From an optimization exercise on the open Yosys and OpenROAD flow, aimed at small area and a short achievable clock period; shortcuts taken in it are not production practice. At most, simulation tests tie the RTL to the original design; equivalence was not proved.

==> job 8049 <==
// qmult
module qmult #(
   parameter int Q = 15,
   parameter int N = 32
) (
   input  logic [N-1:0] a,
   input  logic [N-1:0] b,
   output logic [N-1:0] c,
   input  logic         clk,
   input  logic         rst,
   output logic [N-1:0] c_reg,
   output logic         ovr
);
   logic s1;
   logic c2;
   logic s3;
   logic c4;
   logic s5;
   logic c6;
   logic s7;
   logic c8;
   logic s9;
   logic c10;
   logic s11;
   logic c12;
   logic s13;
   logic c14;
   logic s15;
   logic c16;
   logic s17;
   logic c18;
   logic s19;
   logic c20;
   logic s21;
   logic c22;
   logic s23;
   logic c24;
   logic s25;
   logic c26;
   logic s27;
   logic c28;
   logic s29;
   logic c30;
   logic s31;
   logic c32;
   logic s33;
   logic c34;
   logic s35;
   logic c36;
   logic s37;
   logic c38;
   logic s39;
   logic c40;
   logic s41;
   logic c42;
   logic s43;
   logic c44;
   logic s45;
   logic c46;
   logic s47;
   logic c48;
   logic s49;
   logic c50;
   logic s51;
   logic c52;
   logic s53;
   logic c54;
   logic s55;
   logic c56;
   logic s57;
   logic c58;
   logic s59;
   logic c60;
   logic s61;
   logic c62;
   logic s63;
   logic c64;
   logic s65;
   logic c66;
   logic s67;
   logic c68;
   logic s69;
   logic c70;
   logic s71;
   logic c72;
   logic s73;
   logic c74;
   logic s75;
   logic c76;
   logic s77;
   logic c78;
   logic s79;
   logic c80;
   logic s81;
   logic c82;
   logic s83;
   logic c84;
   logic s85;
   logic c86;
   logic s87;
   logic c88;
   logic s89;
   logic c90;
   logic s91;
   logic c92;
   logic s93;
   logic c94;
   logic s95;
   logic c96;
   logic s97;
   logic c98;
   logic s99;
   logic c100;
   logic s101;
   logic c102;
   logic s103;
   logic c104;
   logic s105;
   logic c106;
   logic s107;
   logic c108;
   logic s109;
   logic c110;
   logic s111;
   logic c112;
   logic s113;
   logic c114;
   logic s115;
   logic c116;
   logic s117;
   logic c118;
   logic s119;
   logic c120;
  ...
Settings: LEC_CHECK=0, CAP_MARGIN=20, CORE_MARGIN=2, CORE_UTILIZATION=40, SLEW_MARGIN=20, SYNTH_HIERARCHICAL=1, SYNTH_MINIMUM_KEEP_SIZE=0; clock period 15.0 ns.
run.sh (not shown) runs the stock make flow with config.mk's settings and CLKGATE_MAP_FILE= SYNTH_SCRIPT=/design/flow/synth_recipe.tcl, a recipe that flattens the netlist after the stock synthesis.
==> job 3411: changes against job 8049 <==
--- a/flow/config.mk
+++ b/flow/config.mk
@@ -9,4 +9,5 @@
 export CORE_MARGIN = 2
 export CORE_UTILIZATION = 40
+export SETUP_SLACK_MARGIN = 5
 export SLEW_MARGIN = 20
 export SYNTH_HIERARCHICAL = 1
==> flow_metrics.py <==
metrics = {
    "status": {
        "outcome": "timing/DRC/antenna clean",
    },
    "setup_path": {
        "path_buf_inv": 7,
        "path_common_cell": "fa_2",
    },
    "cts": {
        "postCtsSetupBuffers": 82,
    },
    "final_layout": {
        "buffers": 393,
        "layout_common_cells": "849 x nand2_1, 570 x fa_1, 171 x fa_2",
        "final_layout_size_suffix_gt1_share_pct": 26.9,
        "buf_share_pct": 16.6,
    },
}
The numbers above come from job 3411.

==> flow_metrics.py <==
metrics = {
    "synth": {
        "yosys_warnings": 7,
        "synthTopCellsByCount": "897 x nand2_1, 741 x fa_1, 156 x clkbuf_1",
    },
    "final_layout": {
        "final_layout_size_suffix_gt1_share_pct": 6.00,
        "fin_cells": 3018,
        "buf_share_pct": 8.82,
        "buffers": 247,
    },
    "setup_path": {
        "path_common_cell": "fa_1",
        "path_buf_inv": 4,
    },
    "cts": {
        "postCtsSetupBuffers": 0,
    },
    "status": {
        "outcome": "timing/DRC/antenna clean",
    },
    "flow_run": {
        "drv_cap": 0,
    },
}
The numbers above come from job 8049.


==> inputs of run a <==
qmult, a different RTL version from the one above (not shown whole).
Settings: LEC_CHECK=0, CAP_MARGIN=20, CORE_MARGIN=2, CORE_UTILIZATION=40, SETUP_SLACK_MARGIN=1.5, SLEW_MARGIN=20, SYNTH_HIERARCHICAL=1, SYNTH_MINIMUM_KEEP_SIZE=0; clock period 15.0 ns.
standard.sh (not shown) runs the stock make flow with config.mk's settings and CLKGATE_MAP_FILE= SYNTH_SCRIPT=/design/flow/synth_recipe.tcl, a recipe that flattens the netlist after the stock synthesis.
==> flow/flow/run.sh <==
#!/bin/bash
# Standard synthesis (unchanged), then the standard ORFS layout with extra settings:
#  - the Booth selectors, which ABC maps at drive strength 2, are downsized to
#    strength 1 before floorplanning (downsize.tcl); timing repair upsizes any
#    that the critical paths need;
#  - the delay cells (clkdlybuf4s*, dlygate*, dlymetal*) are kept out of the
#    port and fanout buffering, which otherwise picks them.
# Each make run logs to its own file in this folder.
set -euo pipefail
here=$(pwd)
PLATFORM_DONT_USE="sky130_fd_sc_hd__probe_p_8 sky130_fd_sc_hd__probec_p_8 sky130_fd_sc_hd__lpflow_bleeder_1 sky130_fd_sc_hd__lpflow_clkbufkapwr_1 sky130_fd_sc_hd__lpflow_clkbufkapwr_16 sky130_fd_sc_hd__lpflow_clkbufkapwr_2 sky130_fd_sc_hd__lpflow_clkbufkapwr_4 sky130_fd_sc_hd__lpflow_clkbufkapwr_8 sky130_fd_sc_hd__lpflow_clkinvkapwr_1 sky130_fd_sc_hd__lpflow_clkinvkapwr_16 sky130_fd_sc_hd__lpflow_clkinvkapwr_2 sky130_fd_sc_hd__lpflow_clkinvkapwr_4 sky130_fd_sc_hd__lpflow_clkinvkapwr_8 sky130_fd_sc_hd__lpflow_decapkapwr_12 sky130_fd_sc_hd__lpflow_decapkapwr_3 sky130_fd_sc_hd__lpflow_decapkapwr_4 sky130_fd_sc_hd__lpflow_decapkapwr_6 sky130_fd_sc_hd__lpflow_decapkapwr_8 sky130_fd_sc_hd__lpflow_inputiso0n_1 sky130_fd_sc_hd__lpflow_inputiso0p_1 sky130_fd_sc_hd__lpflow_inputiso1n_1 sky130_fd_sc_hd__lpflow_inputiso1p_1 sky130_fd_sc_hd__lpflow_inputisolatch_1 sky130_fd_sc_hd__lpflow_isobufsrc_1 sky130_fd_sc_hd__lpflow_isobufsrc_16 sky130_fd_sc_hd__lpflow_isobufsrc_2 sky130_fd_sc_hd__lpflow_isobufsrc_4 sky130_fd_sc_hd__lpflow_isobufsrc_8 sky130_fd_sc_hd__lpflow_isobufsrckapwr_16 sky130_fd_sc_hd__lpflow_lsbuf_lh_hl_isowell_tap_1 sky130_fd_sc_hd__lpflow_lsbuf_lh_hl_isowell_tap_2 sky130_fd_sc_hd__lpflow_lsbuf_lh_hl_isowell_tap_4 sky130_fd_sc_hd__lpflow_lsbuf_lh_isowell_4 sky130_fd_sc_hd__lpflow_lsbuf_lh_isowell_tap_1 sky130_fd_sc_hd__lpflow_lsbuf_lh_isowell_tap_2 sky130_fd_sc_hd__lpflow_lsbuf_lh_isowell_tap_4"
DELAY_CELLS="sky130_fd_sc_hd__clkdlybuf4s15_1 sky130_fd_sc_hd__clkdlybuf4s15_2 sky130_fd_sc_hd__clkdlybuf4s18_1 sky130_fd_sc_hd__clkdlybuf4s18_2 sky130_fd_sc_hd__clkdlybuf4s25_1 sky130_fd_sc_hd__clkdlybuf4s25_2 sky130_fd_sc_hd__clkdlybuf4s50_1 sky130_fd_sc_hd__clkdlybuf4s50_2 sky130_fd_sc_hd__dlygate4sd1_1 sky130_fd_sc_hd__dlygate4sd2_1 sky130_fd_sc_hd__dlygate4sd3_1 sky130_fd_sc_hd__dlymetal6s2s_1 sky130_fd_sc_hd__dlymetal6s4s_1 sky130_fd_sc_hd__dlymetal6s6s_1"
export DOWNSIZE_CELLS="sky130_fd_sc_hd__a22oi"

bash standard.sh synth > synth.log 2>&1
bash standard.sh \
  PRE_FLOORPLAN_TCL="$here/flow/downsize.tcl" \
  DONT_USE_CELLS="$PLATFORM_DONT_USE $DELAY_CELLS" \
  finish > layout.log 2>&1
==> flow/flow/downsize.tcl <==
# Downsize combinational cells that synthesis mapped above drive strength 1 (the
# Booth selectors come out of ABC as a22oi_2); timing repair later upsizes what
# the critical paths need. Registers are left as they are.
set n 0
foreach inst [[ord::get_db_block] getInsts] {
  set m [[$inst getMaster] getName]
  if {[regexp {^(sky130_fd_sc_hd__[a-z0-9]+)_([0-9]+)$} $m -> base drv]} {
    if {$drv > 1 && ![string match "*df*" $base] && ![string match "*dl*" $base] \
          && [lsearch -exact $::env(DOWNSIZE_CELLS) $base] >= 0} {
      set lc [get_lib_cells ${base}_1]
      if {$lc ne ""} {
        replace_cell [$inst getName] ${base}_1
        incr n
      }
    }
  }
}
puts "downsize: downsized $n cells"
==> run b: changes against run a <==
--- a/flow/design.v
+++ b/flow/design.v
@@ -864,22 +864,22 @@
    logic c824;
    logic s825;
    logic c826;
    logic s827;
    logic c828;
-   qmult_fa u_s1 (.x(neg[1]), .y(pp[2]), .z(pp[32]), .s(s1), .c(c2));
+   qmult_ha u_s1 (.x(neg[1]), .y(pp[2]), .s(s1), .c(c2));
    qmult_ha u_s3 (.x(pp[3]), .y(pp[33]), .s(s3), .c(c4));
    qmult_fa u_s5 (.x(neg[2]), .y(pp[4]), .z(pp[34]), .s(s5), .c(c6));
    qmult_ha u_s7 (.x(pp[64]), .y(c4), .s(s7), .c(c8));
    qmult_fa u_s9 (.x(pp[5]), .y(pp[35]), .z(pp[65]), .s(s9), .c(c10));
-   qmult_fa u_s11 (.x(c6), .y(c8), .z(s9), .s(s11), .c(c12));
+   qmult_ha u_s11 (.x(c6), .y(c8), .s(s11), .c(c12));
    qmult_fa u_s13 (.x(neg[3]), .y(pp[6]), .z(pp[36]), .s(s13), .c(c14));
    qmult_fa u_s15 (.x(pp[66]), .y(pp[96]), .z(c10), .s(s15), .c(c16));
-   qmult_fa u_s17 (.x(s13), .y(c12), .z(s15), .s(s17), .c(c18));
+   qmult_ha u_s17 (.x(s13), .y(c12), .s(s17), .c(c18));
    qmult_fa u_s19 (.x(pp[7]), .y(pp[37]), .z(pp[67]), .s(s19), .c(c20));
    qmult_fa u_s21 (.x(pp[97]), .y(c14), .z(s19), .s(s21), .c(c22));
-   qmult_ha u_s23 (.x(c16), .y(s21), .s(s23), .c(c24));
+   qmult_ha u_s23 (.x(c16), .y(c18), .s(s23), .c(c24));
    qmult_fa u_s25 (.x(neg[4]), .y(pp[8]), .z(pp[38]), .s(s25), .c(c26));
    qmult_fa u_s27 (.x(pp[68]), .y(pp[98]), .z(pp[128]), .s(s27), .c(c28));
    qmult_fa u_s29 (.x(c20), .y(s25), .z(s27), .s(s29), .c(c30));
    qmult_ha u_s31 (.x(c22), .y(s29), .s(s31), .c(c32));
    qmult_fa u_s33 (.x(pp[9]), .y(pp[39]), .z(pp[69]), .s(s33), .c(c34));
@@ -888,11 +888,11 @@
    qmult_ha u_s39 (.x(s35), .y(c32), .s(s39), .c(c40));
    qmult_fa u_s41 (.x(neg[5]), .y(pp[10]), .z(pp[40]), .s(s41), .c(c42));
    qmult_fa u_s43 (.x(pp[70]), .y(pp[100]), .z(pp[130]), .s(s43), .c(c44));
    qmult_fa u_s45 (.x(pp[160]), .y(c34), .z(s41), .s(s45), .c(c46));
    qmult_fa u_s47 (.x(s43), .y(c36), .z(s45), .s(s47), .c(c48));
-   qmult_fa u_s49 (.x(c38), .y(c40), .z(s47), .s(s49), .c(c50));
+   qmult_ha u_s49 (.x(c38), .y(c40), .s(s49), .c(c50));
    qmult_fa u_s51 (.x(pp[11]), .y(pp[41]), .z(pp[71]), .s(s51), .c(c52));
    qmult_fa u_s53 (.x(pp[101]), .y(pp[131]), .z(pp[161]), .s(s53), .c(c54));
    qmult_fa u_s55 (.x(c42), .y(c44), .z(s51), .s(s55), .c(c56));
    qmult_fa u_s57 (.x(s53), .y(c46), .z(s55), .s(s57), .c(c58));
    qmult_ha u_s59 (.x(c48), .y(s57), .s(s59), .c(c60));
@@ -905,11 +905,11 @@
    qmult_fa u_s73 (.x(pp[13]), .y(pp[43]), .z(pp[73]), .s(s73), .c(c74));
    qmult_fa u_s75 (.x(pp[103]), .y(pp[133]), .z(pp[163]), .s(s75), .c(c76));
    qmult_fa u_s77 (.x(pp[193]), .y(c62), .z(c64), .s(s77), .c(c78));
    qmult_fa u_s79 (.x(s73), .y(s75), .z(c66), .s(s79), .c(c80));
    qmult_fa u_s81 (.x(c68), .y(s77), .z(s79), .s(s81), .c(c82));
-   qmult_fa u_s83 (.x(c70), .y(c72), .z(s81), .s(s83), .c(c84));
+   qmult_ha u_s83 (.x(c70), .y(c72), .s(s83), .c(c84));
    qmult_fa u_s85 (.x(neg[7]), .y(pp[14]), .z(pp[44]), .s(s85), .c(c86));
    qmult_fa u_s87 (.x(pp[74]), .y(pp[104]), .z(pp[134]), .s(s87), .c(c88));
    qmult_fa u_s89 (.x(pp[164]), .y(pp[194]), .z(pp[224]), .s(s89), .c(c90));
    qmult_fa u_s91 (.x(c74), .y(c76), .z(s85), .s(s91), .c(c92));
    qmult_fa u_s93 (.x(s87), .y(s89), .z(c78), .s(s93), .c(c94));
@@ -953,11 +953,11 @@
    qmult_fa u_s169 (.x(pp[289]), .y(c146), .z(c148), .s(s169), .c(c170));
    qmult_fa u_s171 (.x(c150), .y(s163), .z(s165), .s(s171), .c(c172));
    qmult_fa u_s173 (.x(s167), .y(c152), .z(c154), .s(s173), .c(c174));
    qmult_fa u_s175 (.x(s169), .y(s171), .z(c156), .s(s175), .c(c176));
    qmult_fa u_s177 (.x(c158), .y(s173), .z(s175), .s(s177), .c(c178));
-   qmult_fa u_s179 (.x(c160), .y(c162), .z(s177), .s(s179), .c(c180));
+   qmult_ha u_s179 (.x(c160), .y(c162), .s(s179), .c(c180));
    qmult_fa u_s181 (.x(neg[10]), .y(pp[20]), .z(pp[50]), .s(s181), .c(c182));
    qmult_fa u_s183 (.x(pp[80]), .y(pp[110]), .z(pp[140]), .s(s183), .c(c184));
    qmult_fa u_s185 (.x(pp[170]), .y(pp[200]), .z(pp[230]), .s(s185), .c(c186));
    qmult_fa u_s187 (.x(pp[260]), .y(pp[290]), .z(pp[320]), .s(s187), .c(c188));
    qmult_fa u_s189 (.x(c164), .y(c166), .z(c168), .s(s189), .c(c190));
@@ -1059,11 +1059,11 @@
    qmult_fa u_s381 (.x(s373), .y(c348), .z(c350), .s(s381), .c(c382));
    qmult_fa u_s383 (.x(c352), .y(s375), .z(s377), .s(s383), .c(c384));
    qmult_fa u_s385 (.x(s379), .y(c354), .z(c356), .s(s385), .c(c386));
    qmult_fa u_s387 (.x(s381), .y(s383), .z(c358), .s(s387), .c(c388));
    qmult_fa u_s389 (.x(c360), .y(s385), .z(s387), .s(s389), .c(c390));
-   qmult_fa u_s391 (.x(c362), .y(c364), .z(s389), .s(s391), .c(c392));
+   qmult_ha u_s391 (.x(c362), .y(c364), .s(s391), .c(c392));
    qmult_fa u_s393 (.x(pp[29]), .y(pp[59]), .z(pp[89]), .s(s393), .c(c394));
    qmult_fa u_s395 (.x(pp[119]), .y(pp[149]), .z(pp[179]), .s(s395), .c(c396));
    qmult_fa u_s397 (.x(pp[209]), .y(pp[239]), .z(pp[269]), .s(s397), .c(c398));
    qmult_fa u_s399 (.x(pp[299]), .y(pp[329]), .z(pp[359]), .s(s399), .c(c400));
    qmult_fa u_s401 (.x(pp[389]), .y(pp[419]), .z(pp[449]), .s(s401), .c(c402));
@@ -1117,11 +1117,11 @@
    qmult_fa u_s495 (.x(s487), .y(c460), .z(c462), .s(s495), .c(c496));
    qmult_fa u_s497 (.x(c464), .y(s489), .z(s491), .s(s497), .c(c498));
    qmult_fa u_s499 (.x(s493), .y(c466), .z(c468), .s(s499), .c(c500));
    qmult_fa u_s501 (.x(s495), .y(s497), .z(c470), .s(s501), .c(c502));
    qmult_fa u_s503 (.x(c472), .y(s499), .z(s501), .s(s503), .c(c504));
-   qmult_fa u_s505 (.x(c474), .y(s503), .z(c476), .s(s505), .c(c506));
+   qmult_ha u_s505 (.x(c474), .y(s503), .s(s505), .c(c506));
    assign s507 = ~(pp[63] ^ pp[93]);
    assign c508 = pp[63] | pp[93];
    qmult_fa u_s509 (.x(pp[123]), .y(pp[153]), .z(pp[183]), .s(s509), .c(c510));
    qmult_fa u_s511 (.x(pp[213]), .y(pp[243]), .z(pp[273]), .s(s511), .c(c512));
    qmult_fa u_s513 (.x(pp[303]), .y(pp[333]), .z(pp[363]), .s(s513), .c(c514));
@@ -1287,12 +1287,12 @@
    qmult_fa u_s821 (.x(s813), .y(s815), .z(s817), .s(s821), .c(c822));
    qmult_fa u_s823 (.x(c802), .y(c804), .z(s819), .s(s823), .c(c824));
    qmult_fa u_s825 (.x(s821), .y(c806), .z(s823), .s(s825), .c(c826));
    qmult_fa u_s827 (.x(c808), .y(s825), .z(c810), .s(s827), .c(c828));
    logic [46:0] xr, yr, sum;
-   assign xr = {c812, c794, c776, c756, c736, c714, c692, c668, c644, c618, c592, c564, c536, c506, s505, c448, c420, c392, s391, c338, c312, c288, c264, c242, c220, c200, c180, s179, c144, c128, c112, c98, c84, s83, c60, c50, s49, s37, c24, c18, s17, s11, s5, c2, s1, pp[1], pp[0]};
-   assign yr = {s827, s811, s793, s775, s755, s735, s713, s691, s667, s643, s617, s591, s563, s535, 1'b0, s475, s447, s419, 1'b0, s363, s337, s311, s287, s263, s241, s219, s199, 1'b0, s161, s143, s127, s111, s97, 1'b0, s71, s59, 1'b0, s39, s31, s23, 1'b0, 1'b0, s7, s3, 1'b0, 1'b0, neg[0]};
+   assign xr = {c812, c794, c776, c756, c736, c714, c692, c668, c644, c618, c592, c564, c536, c506, c476, c448, c420, c392, s389, c338, c312, c288, c264, c242, c220, c200, c180, s177, c144, c128, c112, c98, c84, s81, c60, c50, s47, s37, c24, s21, s15, s9, s5, c2, pp[32], pp[1], pp[0]};
+   assign yr = {s827, s811, s793, s775, s755, s735, s713, s691, s667, s643, s617, s591, s563, s535, s505, s475, s447, s419, s391, s363, s337, s311, s287, s263, s241, s219, s199, s179, s161, s143, s127, s111, s97, s83, s71, s59, s49, s39, s31, s23, s17, s11, s7, s3, s1, 1'b0, neg[0]};
    assign sum = xr + yr;
    logic [30:0] bhi;    
    logic        big;
    logic        overflow;
    assign bhi[30] = b[30];
Settings changed: SETUP_SLACK_MARGIN 1.5 to 2.5.
==> run c: changes against run a <==
--- a/flow/design.v
+++ b/flow/design.v
@@ -864,22 +864,22 @@
    logic c824;
    logic s825;
    logic c826;
    logic s827;
    logic c828;
-   qmult_fa u_s1 (.x(neg[1]), .y(pp[2]), .z(pp[32]), .s(s1), .c(c2));
+   qmult_ha u_s1 (.x(neg[1]), .y(pp[2]), .s(s1), .c(c2));
    qmult_ha u_s3 (.x(pp[3]), .y(pp[33]), .s(s3), .c(c4));
    qmult_fa u_s5 (.x(neg[2]), .y(pp[4]), .z(pp[34]), .s(s5), .c(c6));
    qmult_ha u_s7 (.x(pp[64]), .y(c4), .s(s7), .c(c8));
    qmult_fa u_s9 (.x(pp[5]), .y(pp[35]), .z(pp[65]), .s(s9), .c(c10));
-   qmult_fa u_s11 (.x(c6), .y(c8), .z(s9), .s(s11), .c(c12));
+   qmult_ha u_s11 (.x(c6), .y(c8), .s(s11), .c(c12));
    qmult_fa u_s13 (.x(neg[3]), .y(pp[6]), .z(pp[36]), .s(s13), .c(c14));
    qmult_fa u_s15 (.x(pp[66]), .y(pp[96]), .z(c10), .s(s15), .c(c16));
-   qmult_fa u_s17 (.x(s13), .y(c12), .z(s15), .s(s17), .c(c18));
+   qmult_ha u_s17 (.x(s13), .y(c12), .s(s17), .c(c18));
    qmult_fa u_s19 (.x(pp[7]), .y(pp[37]), .z(pp[67]), .s(s19), .c(c20));
    qmult_fa u_s21 (.x(pp[97]), .y(c14), .z(s19), .s(s21), .c(c22));
-   qmult_ha u_s23 (.x(c16), .y(s21), .s(s23), .c(c24));
+   qmult_ha u_s23 (.x(c16), .y(c18), .s(s23), .c(c24));
    qmult_fa u_s25 (.x(neg[4]), .y(pp[8]), .z(pp[38]), .s(s25), .c(c26));
    qmult_fa u_s27 (.x(pp[68]), .y(pp[98]), .z(pp[128]), .s(s27), .c(c28));
    qmult_fa u_s29 (.x(c20), .y(s25), .z(s27), .s(s29), .c(c30));
    qmult_ha u_s31 (.x(c22), .y(s29), .s(s31), .c(c32));
    qmult_fa u_s33 (.x(pp[9]), .y(pp[39]), .z(pp[69]), .s(s33), .c(c34));
@@ -888,11 +888,11 @@
    qmult_ha u_s39 (.x(s35), .y(c32), .s(s39), .c(c40));
    qmult_fa u_s41 (.x(neg[5]), .y(pp[10]), .z(pp[40]), .s(s41), .c(c42));
    qmult_fa u_s43 (.x(pp[70]), .y(pp[100]), .z(pp[130]), .s(s43), .c(c44));
    qmult_fa u_s45 (.x(pp[160]), .y(c34), .z(s41), .s(s45), .c(c46));
    qmult_fa u_s47 (.x(s43), .y(c36), .z(s45), .s(s47), .c(c48));
-   qmult_fa u_s49 (.x(c38), .y(c40), .z(s47), .s(s49), .c(c50));
+   qmult_ha u_s49 (.x(c38), .y(c40), .s(s49), .c(c50));
    qmult_fa u_s51 (.x(pp[11]), .y(pp[41]), .z(pp[71]), .s(s51), .c(c52));
    qmult_fa u_s53 (.x(pp[101]), .y(pp[131]), .z(pp[161]), .s(s53), .c(c54));
    qmult_fa u_s55 (.x(c42), .y(c44), .z(s51), .s(s55), .c(c56));
    qmult_fa u_s57 (.x(s53), .y(c46), .z(s55), .s(s57), .c(c58));
    qmult_ha u_s59 (.x(c48), .y(s57), .s(s59), .c(c60));
@@ -905,11 +905,11 @@
    qmult_fa u_s73 (.x(pp[13]), .y(pp[43]), .z(pp[73]), .s(s73), .c(c74));
    qmult_fa u_s75 (.x(pp[103]), .y(pp[133]), .z(pp[163]), .s(s75), .c(c76));
    qmult_fa u_s77 (.x(pp[193]), .y(c62), .z(c64), .s(s77), .c(c78));
    qmult_fa u_s79 (.x(s73), .y(s75), .z(c66), .s(s79), .c(c80));
    qmult_fa u_s81 (.x(c68), .y(s77), .z(s79), .s(s81), .c(c82));
-   qmult_fa u_s83 (.x(c70), .y(c72), .z(s81), .s(s83), .c(c84));
+   qmult_ha u_s83 (.x(c70), .y(c72), .s(s83), .c(c84));
    qmult_fa u_s85 (.x(neg[7]), .y(pp[14]), .z(pp[44]), .s(s85), .c(c86));
    qmult_fa u_s87 (.x(pp[74]), .y(pp[104]), .z(pp[134]), .s(s87), .c(c88));
    qmult_fa u_s89 (.x(pp[164]), .y(pp[194]), .z(pp[224]), .s(s89), .c(c90));
    qmult_fa u_s91 (.x(c74), .y(c76), .z(s85), .s(s91), .c(c92));
    qmult_fa u_s93 (.x(s87), .y(s89), .z(c78), .s(s93), .c(c94));
@@ -953,11 +953,11 @@
    qmult_fa u_s169 (.x(pp[289]), .y(c146), .z(c148), .s(s169), .c(c170));
    qmult_fa u_s171 (.x(c150), .y(s163), .z(s165), .s(s171), .c(c172));
    qmult_fa u_s173 (.x(s167), .y(c152), .z(c154), .s(s173), .c(c174));
    qmult_fa u_s175 (.x(s169), .y(s171), .z(c156), .s(s175), .c(c176));
    qmult_fa u_s177 (.x(c158), .y(s173), .z(s175), .s(s177), .c(c178));
-   qmult_fa u_s179 (.x(c160), .y(c162), .z(s177), .s(s179), .c(c180));
+   qmult_ha u_s179 (.x(c160), .y(c162), .s(s179), .c(c180));
    qmult_fa u_s181 (.x(neg[10]), .y(pp[20]), .z(pp[50]), .s(s181), .c(c182));
    qmult_fa u_s183 (.x(pp[80]), .y(pp[110]), .z(pp[140]), .s(s183), .c(c184));
    qmult_fa u_s185 (.x(pp[170]), .y(pp[200]), .z(pp[230]), .s(s185), .c(c186));
    qmult_fa u_s187 (.x(pp[260]), .y(pp[290]), .z(pp[320]), .s(s187), .c(c188));
    qmult_fa u_s189 (.x(c164), .y(c166), .z(c168), .s(s189), .c(c190));
@@ -1059,11 +1059,11 @@
    qmult_fa u_s381 (.x(s373), .y(c348), .z(c350), .s(s381), .c(c382));
    qmult_fa u_s383 (.x(c352), .y(s375), .z(s377), .s(s383), .c(c384));
    qmult_fa u_s385 (.x(s379), .y(c354), .z(c356), .s(s385), .c(c386));
    qmult_fa u_s387 (.x(s381), .y(s383), .z(c358), .s(s387), .c(c388));
    qmult_fa u_s389 (.x(c360), .y(s385), .z(s387), .s(s389), .c(c390));
-   qmult_fa u_s391 (.x(c362), .y(c364), .z(s389), .s(s391), .c(c392));
+   qmult_ha u_s391 (.x(c362), .y(c364), .s(s391), .c(c392));
    qmult_fa u_s393 (.x(pp[29]), .y(pp[59]), .z(pp[89]), .s(s393), .c(c394));
    qmult_fa u_s395 (.x(pp[119]), .y(pp[149]), .z(pp[179]), .s(s395), .c(c396));
    qmult_fa u_s397 (.x(pp[209]), .y(pp[239]), .z(pp[269]), .s(s397), .c(c398));
    qmult_fa u_s399 (.x(pp[299]), .y(pp[329]), .z(pp[359]), .s(s399), .c(c400));
    qmult_fa u_s401 (.x(pp[389]), .y(pp[419]), .z(pp[449]), .s(s401), .c(c402));
@@ -1117,11 +1117,11 @@
    qmult_fa u_s495 (.x(s487), .y(c460), .z(c462), .s(s495), .c(c496));
    qmult_fa u_s497 (.x(c464), .y(s489), .z(s491), .s(s497), .c(c498));
    qmult_fa u_s499 (.x(s493), .y(c466), .z(c468), .s(s499), .c(c500));
    qmult_fa u_s501 (.x(s495), .y(s497), .z(c470), .s(s501), .c(c502));
    qmult_fa u_s503 (.x(c472), .y(s499), .z(s501), .s(s503), .c(c504));
-   qmult_fa u_s505 (.x(c474), .y(s503), .z(c476), .s(s505), .c(c506));
+   qmult_ha u_s505 (.x(c474), .y(s503), .s(s505), .c(c506));
    assign s507 = ~(pp[63] ^ pp[93]);
    assign c508 = pp[63] | pp[93];
    qmult_fa u_s509 (.x(pp[123]), .y(pp[153]), .z(pp[183]), .s(s509), .c(c510));
    qmult_fa u_s511 (.x(pp[213]), .y(pp[243]), .z(pp[273]), .s(s511), .c(c512));
    qmult_fa u_s513 (.x(pp[303]), .y(pp[333]), .z(pp[363]), .s(s513), .c(c514));
@@ -1287,12 +1287,12 @@
    qmult_fa u_s821 (.x(s813), .y(s815), .z(s817), .s(s821), .c(c822));
    qmult_fa u_s823 (.x(c802), .y(c804), .z(s819), .s(s823), .c(c824));
    qmult_fa u_s825 (.x(s821), .y(c806), .z(s823), .s(s825), .c(c826));
    qmult_fa u_s827 (.x(c808), .y(s825), .z(c810), .s(s827), .c(c828));
    logic [46:0] xr, yr, sum;
-   assign xr = {c812, c794, c776, c756, c736, c714, c692, c668, c644, c618, c592, c564, c536, c506, s505, c448, c420, c392, s391, c338, c312, c288, c264, c242, c220, c200, c180, s179, c144, c128, c112, c98, c84, s83, c60, c50, s49, s37, c24, c18, s17, s11, s5, c2, s1, pp[1], pp[0]};
-   assign yr = {s827, s811, s793, s775, s755, s735, s713, s691, s667, s643, s617, s591, s563, s535, 1'b0, s475, s447, s419, 1'b0, s363, s337, s311, s287, s263, s241, s219, s199, 1'b0, s161, s143, s127, s111, s97, 1'b0, s71, s59, 1'b0, s39, s31, s23, 1'b0, 1'b0, s7, s3, 1'b0, 1'b0, neg[0]};
+   assign xr = {c812, c794, c776, c756, c736, c714, c692, c668, c644, c618, c592, c564, c536, c506, c476, c448, c420, c392, s389, c338, c312, c288, c264, c242, c220, c200, c180, s177, c144, c128, c112, c98, c84, s81, c60, c50, s47, s37, c24, s21, s15, s9, s5, c2, pp[32], pp[1], pp[0]};
+   assign yr = {s827, s811, s793, s775, s755, s735, s713, s691, s667, s643, s617, s591, s563, s535, s505, s475, s447, s419, s391, s363, s337, s311, s287, s263, s241, s219, s199, s179, s161, s143, s127, s111, s97, s83, s71, s59, s49, s39, s31, s23, s17, s11, s7, s3, s1, 1'b0, neg[0]};
    assign sum = xr + yr;
    logic [30:0] bhi;    
    logic        big;
    logic        overflow;
    assign bhi[30] = b[30];
==> flow/run.sh (new file) <==
#!/bin/bash
# synth_recipe.tcl (not shown) runs the flow's synth.tcl, then flattens the netlist and writes it again
# the make line also repeats each setting of config.mk as NAME=value (left out here)
make -C /OpenROAD-flow-scripts/flow DESIGN_CONFIG=/design/flow/config.mk WORK_HOME=/design/flow/orfs CLKGATE_MAP_FILE= SYNTH_SCRIPT=/design/flow/synth_recipe.tcl finish
Settings changed: SETUP_SLACK_MARGIN 1.5 to not set.
removed: flow/flow/run.sh
removed: flow/flow/downsize.tcl
removed: flow/standard.sh
==> notes <==
- Count of clock-buffer cells in the layout, highest first: run c, run b, run a.
- Via count, highest first: run b, run c, run a.
- Of run c and run b, run c has the higher die area (gap 10%, measured against run b).
- Maximum frequency: run b > run a > run c.
- Against run b, the global-route usage of run a is lower by 0.78 points.
- The lowest critical path depth belongs to run a, the highest to run b.
- Against run c, the design area of run a is lower by about 14%.
- Of run c and run b, run c has the higher routed wire length (gap about 5.5%, measured against run b).
- Hold slack: run b is worse than run c (320 ps).
- Synthesized cell count is the same in run b and run c.
For run a, only the layout was checked, not whether the RTL still works.

re-timing with driven ports:
No port has a modelled driver above. Below, the same layouts with a new extraction and two added sets of constraints.
Step 1 (the two cells are an assumption about what drives the block):
set clk [get_ports {clk}]
set_driving_cell -lib_cell sky130_fd_sc_hd__clkbuf_16 $clk
set_driving_cell -lib_cell sky130_fd_sc_hd__buf_2 [delete_from_list [all_inputs] $clk]
Step 2 times the ports against the registers' clock, not the clock port: input delays grow and output delays shrink by t, the midpoint of the rising clock arrivals with the driver on.
Slacks: ideal ports / drivers / drivers and shift; pairs: ideal ports / drivers.
| run | t (ns) | setup WS [ns] | hold slack, ns | slew at the worst register clock pin (ns) | worst slew at a driven data input, ns |
|---|---|---|---|---|---|
| job 8049 | 0.356 | 0.540 / 0.512 / 0.512 | 3.113 / 3.091 / 3.447 | 0.08 / 0.08 | 0.11 |
| job 3411 | 0.362 | 2.547 / 2.500 / 2.500 | 3.102 / 3.069 / 3.431 | 0.09 / 0.09 | 0.10 |
| run a | 0.310 | 1.776 / 1.694 / 1.694 | 2.682 / 2.672 / 2.982 | 0.05 / 0.05 | 0.13 |
| run b | 0.329 | 2.615 / 2.523 / 2.523 | 2.785 / 2.763 / 3.092 | 0.06 / 0.06 | 0.16 |
| run c | 0.335 | 0.147 / 0.121 / 0.121 | 3.105 / 3.081 / 3.416 | 0.07 / 0.07 | 0.17 |
After both steps every run listed still meets setup and hold. The setup slack of run b, which loses most, moves by -0.092 ns with the drivers and by -0.092 ns with both steps.
